This design comes from an exercise in tuning for small area on the open sky130 flow, not from production work. Where RTL was checked, it was by simulation tests only, not by an equivalence proof against the original.

== exp/quartz ==
## dual_incremental_pi_speed_control
module dual_incremental_pi_speed_control (
    input  wire         aclk,
    input  wire         aresetn,
    input  wire         cfg_wr_en,
    input  wire  [2:0]  cfg_index,
    input  wire  [15:0] cfg_wr_data,
    input  wire         s_tvalid,
    output logic        s_tready,
    input  wire  [39:0] s_tdata,
    output logic        m_tvalid,
    input  wire         m_tready,
    output logic [71:0] m_tdata
);
    logic [15:0] ref_r;
    logic [14:0] lim_r;
    logic [15:0] gna_r, gpa_r, gnb_r, gpb_r;
    logic [15:0] wd0, wd1;
    assign wd0 = cfg_wr_data & {16{aresetn}};
    assign wd1 = cfg_wr_data | {16{~aresetn}};
    function automatic logic [15:0] pick(input logic [15:0] rv,
                                         input logic [15:0] d0,
                                         input logic [15:0] d1);
        pick = (rv & d1) | (~rv & d0);
    endfunction
    logic ld_ref, ld_lim, ld_gna, ld_gpa, ld_gnb, ld_gpb;
    assign ld_ref = ~aresetn | (cfg_wr_en & (cfg_index == 3'd0));
    assign ld_lim = ~aresetn | (cfg_wr_en & (cfg_index == 3'd1));
    assign ld_gna = ~aresetn | (cfg_wr_en & (cfg_index == 3'd2));
    assign ld_gpa = ~aresetn | (cfg_wr_en & (cfg_index == 3'd3));
    assign ld_gnb = ~aresetn | (cfg_wr_en & (cfg_index == 3'd4));
    assign ld_gpb = ~aresetn | (cfg_wr_en & (cfg_index == 3'd5));
    logic [15:0] lim_w;
    assign lim_w = pick(16'd3072, wd0, wd1);
    always_ff @(posedge aclk) begin
        if (ld_ref) ref_r <= pick(16'd2560, wd0, wd1);
        if (ld_lim) lim_r <= lim_w[14:0];
        if (ld_gna) gna_r <= pick(16'd10476, wd0, wd1);
        if (ld_gpa) gpa_r <= pick(16'hDA3D, wd0, wd1);    
        if (ld_gnb) gnb_r <= pick(16'd10210, wd0, wd1);
        if (ld_gpb) gpb_r <= pick(16'hDB33, wd0, wd1);    
    end
    logic [16:0] ea_r, eb_r;
    logic [15:0] ua_r, ub_r;
    logic        en_last, en_cur;
    assign en_cur = s_tdata[0];
    assign m_tdata = {6'b0, eb_r, ea_r, ub_r, ua_r};
    logic       run;
    logic       wsel;      
    logic [4:0] k;         
    logic       start, st_prod, st_add, st_clamp, finish;
  ...
export LEC_CHECK = 0
export CAP_MARGIN = 20
export CORE_MARGIN = 2
export CORE_UTILIZATION = 70
export SLEW_MARGIN = 20
create_clock -name core_clock -period 20.0 [get_ports {aclk}]
standard.sh (not shown) runs the stock make flow with config.mk's settings and CLKGATE_MAP_FILE= SYNTH_SCRIPT=/design/flow/synth_recipe.tcl, a recipe that flattens the netlist after the stock synthesis.
==> flow/flow/run.sh <==
#!/bin/bash
export BUFFER_PORTS_ARGS="-buffer_cell sky130_fd_sc_hd__buf_1"
export CTS_ARGS="-sink_clustering_enable -repair_clock_nets -dont_use_dummy_load -buf_list sky130_fd_sc_hd__clkbuf_8"
bash standard.sh > standard.log 2>&1
exp/quartz went all the way through the flow, and no timing, DRC or antenna check failed.
The inputs of exp/juniper differ from those of exp/quartz as listed below.
-- flow/design.v --
<<< exp/quartz, line 133
    logic        do_clip;
    assign do_clip = clip_r & en_cur;
    logic ga_a, ga_b, ga_l, gb_a, gb_b, gb_ua, gb_ub;
    assign ba    = st_prod & e_cur[0] & en_last;
    assign bb    = st_prod & e_bit;
>>> exp/juniper, line 133
    logic        do_clip;
    assign do_clip = clip_r & en_cur;
    logic ga_a, ga_b, ga_l, ga_ua, ga_ub, gb_a, gb_b, gb_l;
    logic u_s, cmp_n;
    assign ba    = st_prod & e_cur[0] & en_last;
    assign bb    = st_prod & e_bit;
<<< exp/quartz, line 139
    assign ga_b  = ba &  wsel;
    assign ga_l  = st_clamp & do_clip;
    assign gb_a  = bb & ~wsel;
    assign gb_b  = bb &  wsel;
    assign gb_ua = st_add & en_last & ~wsel;
    assign gb_ub = st_add & en_last &  wsel;
    assign na = st_clamp ? (do_clip & sgn_r) : (k == 5'd16);
    assign nb = (k == 5'd16);
    assign ra = ((gpa_r & {16{ga_a}}) | (gpb_r & {16{ga_b}}) |
                 ({4'd0, lim_r[14:3]} & {16{ga_l}})) ^ {16{na}};
    assign rb = ((gna_r & {16{gb_a}}) | (gnb_r & {16{gb_b}}) |
                 ({{3{ua_r[15]}}, ua_r[15:3]} & {16{gb_ua}}) |
                 ({{3{ub_r[15]}}, ub_r[15:3]} & {16{gb_ub}})) ^ {16{nb}};
    always_comb begin
        ca = 1'b0;
>>> exp/juniper, line 140
    assign ga_b  = ba &  wsel;
    assign ga_l  = st_clamp & do_clip;
    assign ga_ua = st_add & en_last & ~wsel;
    assign ga_ub = st_add & en_last &  wsel;
    assign gb_a  = bb & ~wsel;
    assign gb_b  = bb &  wsel;
    assign gb_l  = st_add;
    assign na = st_clamp ? (do_clip & sgn_r) : (k == 5'd16);
    assign nb = st_add ? ~u_s : (k == 5'd16);
    assign ra = ((gpa_r & {16{ga_a}}) | (gpb_r & {16{ga_b}}) |
                 ({4'd0, lim_r[14:3]} & {16{ga_l}}) |
                 ({{3{ua_r[15]}}, ua_r[15:3]} & {16{ga_ua}}) |
                 ({{3{ub_r[15]}}, ub_r[15:3]} & {16{ga_ub}})) ^ {16{na}};
    assign rb = ((gna_r & {16{gb_a}}) | (gnb_r & {16{gb_b}}) |
                 ({4'd0, lim_r[14:3]} & {16{gb_l}})) ^ {16{nb}};
    always_comb begin
        ca = 1'b0;
<<< exp/quartz, line 155
        if (k == 5'd15) ca = u_cur[1] & en_last;
        if (k == 5'd16) ca = u_cur[2] & en_last;
        if (st_clamp)   ca = do_clip & sgn_r & (lim_r[2:0] == 3'd0);
    end
    assign cb  = st_add;
    assign hop = ((k == 5'd0) | st_clamp) ? 18'd0 : {win[16], win};
    logic [17:0] ea_x, eb_x;
>>> exp/juniper, line 158
        if (k == 5'd15) ca = u_cur[1] & en_last;
        if (k == 5'd16) ca = u_cur[2] & en_last;
        if (st_add)     ca = 1'b1;
        if (st_clamp)   ca = do_clip & sgn_r & (lim_r[2:0] == 3'd0);
    end
    assign cb  = st_add & cmp_n;
    assign hop = ((k == 5'd0) | st_clamp) ? 18'd0 : {win[16], win};
    logic [17:0] ea_x, eb_x;
<<< exp/quartz, line 175
        ext <= {s2[0], ext[2:1]};
    end
    logic [19:0] u_pre;
    logic        u_sgn, u_big;
    logic [14:0] u_m;
    logic [15:0] cc;
    assign u_pre = {s2[16:0], ext};
    assign u_sgn = u_pre[19];
    assign u_big = u_pre[18:15] != {4{u_sgn}};
    assign u_m   = u_pre[14:0] ^ {15{u_sgn}};
    assign cc[0] = u_sgn;
    for (genvar i = 0; i < 15; i++) begin : g_cmp
        assign cc[i+1] = (u_m[i] & ~lim_r[i]) | (u_m[i] & cc[i]) | (~lim_r[i] & cc[i]);
    end
    always_ff @(posedge aclk) begin
        clip_r <= u_big | cc[15];
        sgn_r  <= u_sgn;
    end
    logic [2:0] low3, lneg3;
>>> exp/juniper, line 179
        ext <= {s2[0], ext[2:1]};
    end
    logic [2:0] lx;
    assign u_s   = s1[17];
    assign lx    = lim_r[2:0] ^ {3{~u_s}};
    assign cmp_n = (ext[2] & lx[2]) | ((ext[2] | lx[2]) &
                   ((ext[1] & lx[1]) | ((ext[1] | lx[1]) & ext[0] & lx[0])));
    always_ff @(posedge aclk) begin
        clip_r <= ~(s2[17] ^ u_s);
        sgn_r  <= u_s;
    end
    logic [2:0] low3, lneg3;
<<< exp/quartz, line 197
    logic [15:0] u_new;
    assign ld_u  = run & (st_add | (st_clamp & (do_clip | ~en_cur)));
    assign u_new = {s2[12:0], st_add ? ext : low3};
    always_ff @(posedge aclk) begin
        if (run & st_prod & ~wsel) ea_r <= {e_bit, ea_r[16:1]};
>>> exp/juniper, line 194
    logic [15:0] u_new;
    assign ld_u  = run & (st_add | (st_clamp & (do_clip | ~en_cur)));
    assign u_new = {s1[12:0], st_add ? ext : low3};
    always_ff @(posedge aclk) begin
        if (run & st_prod & ~wsel) ea_r <= {e_bit, ea_r[16:1]};
Results
Run comparison: exp/quartz timing endpoint of the critical path clip_r; exp/juniper timing endpoint of the critical path win[16]
The share of layout cells above drive strength 1 of exp/juniper exceeds that of exp/quartz by 8.8 points.
Per the comparison of exp/juniper with exp/quartz, logic depth of the worst path, buffers included went up by 44%, count of different cell masters after synthesis went down by 12, post-layout instance area went up by 190 µm², flip-flop and latch count went up by 1.
Going from exp/quartz to exp/juniper, overall via count from detail_route went down by 96; sequential share of layout area went down by 0.88 points; post-detailed-route via-to-cell ratio went down by 0.028.
For exp/juniper, only the layout was checked, not whether the RTL still works.

what the ideal ports hide:
How much do the figures lean on ideal ports? The routed layouts below were timed once more, with nothing changed but the port constraints.
Step 1: set_driving_cell puts a clkbuf_16 on aclk and a buf_2 on each other input, an assumption about the parent block.
Step 2 also shifts input and output timing later by t, the mid clock arrival at the registers, as if the neighbouring blocks saw the same clock.
Slacks: no drivers / after step 1 / after step 2; pairs: no drivers / after step 1.
run	t (ns)	setup WS [ns]	pins driven straight from the clock port
exp/quartz	0.470	3.857 / 3.868 / 3.398	1
exp/juniper	0.480	0.544 / 0.554 / 0.074	1
After both steps setup and hold are still met in every run listed. The setup slack of exp/juniper, which loses most, moves by +0.010 ns with the drivers and by -0.470 ns with both steps.
